Context: an optimization exercise on an open-source flow, tuned for small area. The choices shown serve that exercise and are no tape-out recipe. Only simulation tests tie the RTL to the original design; equivalence was not proved. Power and IR drop assume default switching activity.

==> flow/design.v <==
module register_file_sb #(
    parameter  int DATA_WIDTH   = 32,
    parameter  int NUM_REGISTER = 32,
    parameter  int NUM_READ     = 2,
    localparam int AW           = $clog2(NUM_REGISTER)
) (
    input  logic                           clk_i,
    input  logic                           rst_n_i,
    input  logic                           we_i,
    input  logic [AW-1:0]                  rd_addr_i,
    input  logic [DATA_WIDTH-1:0]          rd_i,
    input  logic                           issue_i,
    input  logic [AW-1:0]                  issue_addr_i,
    input  logic                           flush_i,
    input  logic [NUM_READ*AW-1:0]         rs_addr_i,
    output logic [NUM_READ*DATA_WIDTH-1:0] rs_data_o,
    output logic [NUM_READ-1:0]            hazard_o,
    output logic [AW:0]                    busy_cnt_o
);
    localparam int CW = AW + 1;
    logic [DATA_WIDTH-1:0]   regs_q [1:NUM_REGISTER-1];
    logic [NUM_REGISTER-1:0] valid_q;
    logic [NUM_REGISTER-1:0] busy_q, busy_d;
    logic [CW-1:0]           busy_cnt_q, busy_cnt_d;
    logic [NUM_REGISTER-1:0] wsel;
    always_comb begin
        for (int i = 0; i < NUM_REGISTER; i++) wsel[i] = we_i && (rd_addr_i == AW'(i));
        wsel[0] = 1'b0;
    end
    logic [NUM_REGISTER-1:0] wsel_n;
    assign wsel_n = ~wsel;
    logic [DATA_WIDTH-1:0] regs_d [1:NUM_REGISTER-1];
    for (genvar i = 1; i < NUM_REGISTER; i++) begin : g_word
        for (genvar b = 0; b < DATA_WIDTH; b++) begin : g_bit
            rf_hold u_hold (
                .s_i(wsel[i]), .s_n_i(wsel_n[i]), .d_i(rd_i[b]), .q_i(regs_q[i][b]),
                .y_o(regs_d[i][b])
            );
        end
    end
    for (genvar i = 1; i < NUM_REGISTER; i++) begin : g_store
        always_ff @(posedge clk_i) regs_q[i] <= regs_d[i];
    end
    always_ff @(posedge clk_i or negedge rst_n_i) begin
        if (!rst_n_i) begin
            valid_q <= '0;
        end else begin
            valid_q <= valid_q | wsel;
        end
    end
    always_comb begin
        busy_d = busy_q;
        if (flush_i) begin
            busy_d = '0;
        end else begin
            if (we_i)    busy_d[rd_addr_i]    = 1'b0;
            if (issue_i) busy_d[issue_addr_i] = 1'b1;
        end
        busy_d[0] = 1'b0;
    end
    logic cnt_dec, cnt_inc;
    assign cnt_dec = we_i && (rd_addr_i != '0) && busy_q[rd_addr_i];
    assign cnt_inc = issue_i && (issue_addr_i != '0) &&
                     (!busy_q[issue_addr_i] || (we_i && rd_addr_i == issue_addr_i));
    always_comb begin
        if (flush_i)                busy_cnt_d = '0;
        else if (cnt_inc && !cnt_dec) busy_cnt_d = busy_cnt_q + CW'(1);
        else if (cnt_dec && !cnt_inc) busy_cnt_d = busy_cnt_q - CW'(1);
        else                        busy_cnt_d = busy_cnt_q;
    end
    always_ff @(posedge clk_i or negedge rst_n_i) begin
        if (!rst_n_i) begin
            busy_q     <= '0;
            busy_cnt_q <= '0;
        end else begin
            busy_q     <= busy_d;
            busy_cnt_q <= busy_cnt_d;
        end
    end
    assign busy_cnt_o = busy_cnt_q;
    localparam int NG = (NUM_REGISTER - 1 + 2) / 3;
    for (genvar p = 0; p < NUM_READ; p++) begin : g_read
        logic [AW-1:0]           addr;
        logic [NUM_REGISTER-1:0] dsel;
        logic [NUM_REGISTER-1:0] vsel;
        logic                    haz;
        assign addr = rs_addr_i[p*AW +: AW];
        always_comb begin
            for (int i = 0; i < NUM_REGISTER; i++) dsel[i] = (addr == AW'(i));
            vsel = dsel & valid_q;
            vsel[0] = 1'b0;
            haz  = 1'b0;
            for (int i = 1; i < NUM_REGISTER; i++) haz = haz | (dsel[i] & busy_q[i]);
        end
        for (genvar b = 0; b < DATA_WIDTH; b++) begin : g_bit
            logic [NG-1:0] grp_n;
            for (genvar g = 0; g < NG; g++) begin : g_grp
                localparam int I0 = 1 + 3 * g;
                if (I0 + 2 < NUM_REGISTER) begin : g_3
                    rf_aoi3 u_aoi (
                        .a0_i(vsel[I0]),   .b0_i(regs_q[I0][b]),
                        .a1_i(vsel[I0+1]), .b1_i(regs_q[I0+1][b]),
                        .a2_i(vsel[I0+2]), .b2_i(regs_q[I0+2][b]),
                        .y_n_o(grp_n[g])
                    );
                end else if (I0 + 1 < NUM_REGISTER) begin : g_2
                    assign grp_n[g] = ~((vsel[I0] & regs_q[I0][b]) | (vsel[I0+1] & regs_q[I0+1][b]));
                end else begin : g_1
                    assign grp_n[g] = ~(vsel[I0] & regs_q[I0][b]);
                end
            end
            assign rs_data_o[p*DATA_WIDTH + b] = ~&grp_n;
        end
        assign hazard_o[p] = haz;
    end
endmodule
module rf_hold (
    input  logic s_i,
    input  logic s_n_i,
    input  logic d_i,
    input  logic q_i,
    output logic y_o
);
    assign y_o = (s_i & d_i) | (s_n_i & q_i);
endmodule
module rf_aoi3 (
    input  logic a0_i,
    input  logic b0_i,
    input  logic a1_i,
    input  logic b1_i,
    input  logic a2_i,
    input  logic b2_i,
    output logic y_n_o
);
    assign y_n_o = ~((a0_i & b0_i) | (a1_i & b1_i) | (a2_i & b2_i));
endmodule
Settings: LEC_CHECK=0, CAP_MARGIN=10, CORE_MARGIN=2, CORE_UTILIZATION=60, SLEW_MARGIN=10, SYNTH_HIERARCHICAL=1; clock period 7.0 ns.
standard.sh (not shown) runs the stock make flow with config.mk's settings and CLKGATE_MAP_FILE= SYNTH_SCRIPT=/design/flow/synth_recipe.tcl, a recipe that flattens the netlist after the stock synthesis.
==> flow/flow/run.sh <==
#!/bin/bash
# Own layout flow: the standard synthesis unchanged, then the standard ORFS
# steps with two settings changed:
#   - every port still gets a buffer, but a plain sky130_fd_sc_hd__buf_1 rather
#     than the clock-delay cell that buffer_ports picks by default (repair may
#     resize it later);
#   - clock tree synthesis uses one clock buffer type, larger sink clusters and
#     no dummy loads.
# Each step's full output goes to its own log file in this folder (ORFS also
# keeps its per-step logs under orfs/logs/).
set -euo pipefail
bash standard.sh synth > synth.log 2>&1
bash standard.sh \
  "BUFFER_PORTS_ARGS=-buffer_cell sky130_fd_sc_hd__buf_1" \
  "CTS_ARGS=-sink_clustering_enable -repair_clock_nets -dont_use_dummy_load -buf_list sky130_fd_sc_hd__clkbuf_16 -sink_clustering_size 28 -sink_clustering_max_diameter 100" \
  finish > layout.log 2>&1
Then changed:
--- a/flow/flow/run.sh
+++ b/flow/flow/run.sh
@@ -14,3 +14,3 @@
   "BUFFER_PORTS_ARGS=-buffer_cell sky130_fd_sc_hd__buf_1" \
-  "CTS_ARGS=-sink_clustering_enable -repair_clock_nets -dont_use_dummy_load -buf_list sky130_fd_sc_hd__clkbuf_16 -sink_clustering_size 28 -sink_clustering_max_diameter 100" \
+  "CTS_ARGS=-sink_clustering_enable -repair_clock_nets -dont_use_dummy_load -buf_list sky130_fd_sc_hd__clkbuf_16 -sink_clustering_size 24 -sink_clustering_max_diameter 80" \
   finish > layout.log 2>&1
Settings changed: CAP_MARGIN 10 to 20, CORE_UTILIZATION 60 to 50, SLEW_MARGIN 10 to 20.
Total power came out higher by a few percent.
Core utilization came out lower by 10 points.
Wire length came out higher by roughly a tenth.
Final area came out higher slightly.
Die area came out higher by about a fifth.
Sequential share of layout area came out lower by 0.44 points.
Hold slack is worse by 0.011 ns.
Global-route usage came out lower by 4.0 points.
Via count came out higher slightly.
First-iteration DRC count came out lower by a little under a tenth.
Then changed:
--- a/flow/flow/run.sh
+++ b/flow/flow/run.sh
@@ -7,3 +7,5 @@
 #   - clock tree synthesis uses one clock buffer type, larger sink clusters and
-#     no dummy loads.
+#     no dummy loads;
+#   - after global routing, gates with positive slack are downsized
+#     (RECOVER_POWER).
 # Each step's full output goes to its own log file in this folder (ORFS also
@@ -14,3 +16,4 @@
   "BUFFER_PORTS_ARGS=-buffer_cell sky130_fd_sc_hd__buf_1" \
-  "CTS_ARGS=-sink_clustering_enable -repair_clock_nets -dont_use_dummy_load -buf_list sky130_fd_sc_hd__clkbuf_16 -sink_clustering_size 24 -sink_clustering_max_diameter 80" \
+  "CTS_ARGS=-sink_clustering_enable -repair_clock_nets -dont_use_dummy_load -buf_list sky130_fd_sc_hd__clkbuf_16 -sink_clustering_size 28 -sink_clustering_max_diameter 100" \
+  "RECOVER_POWER=100" \
   finish > layout.log 2>&1
Settings changed: CAP_MARGIN 20 to 10, CORE_UTILIZATION 50 to 60, SLEW_MARGIN 20 to 10.
Now the flow finished with max-capacitance violations, max-slew violations left.
Clock skew drops by 0.037 ns.
Global-route usage climbs by 4.0 points.
Fmax drops by about 8%.
Die area drops by about 16%.
Setup slack got worse by 0.52 ns.
Flip-flop and latch count does not change.
Sequential share of layout area climbs by 0.71 points.

==> afterwards: timing with drivers on the ports <==
How much do the figures lean on ideal ports? The routed layouts below were timed once more, with nothing changed but the port constraints.
Step 1, drivers: a clkbuf_16 drives clk_i and a buf_2 each remaining input, both assumed.
Step 2 moves the port delays by t, midway between the first and last clock arrival at a register: inputs arrive t later, outputs are due t later. That takes back most of the time a late clock gives input paths.
Slacks: ideal / step 1 / step 2; pairs: ideal / step 1.
run	t (ns)	setup WS [ns]	worst hold slack (ns)
the first run	0.705	0.655 / 0.558 / 0.558	0.488 / 0.488 / 0.488
the second run	0.712	0.780 / 0.747 / 0.747	0.477 / 0.477 / 0.477
the third run	0.705	0.264 / 0.162 / -0.274	0.491 / 0.491 / 0.491
For the third run, which loses most, drivers alone change the setup slack by -0.102 ns; drivers and shift together by -0.538 ns.
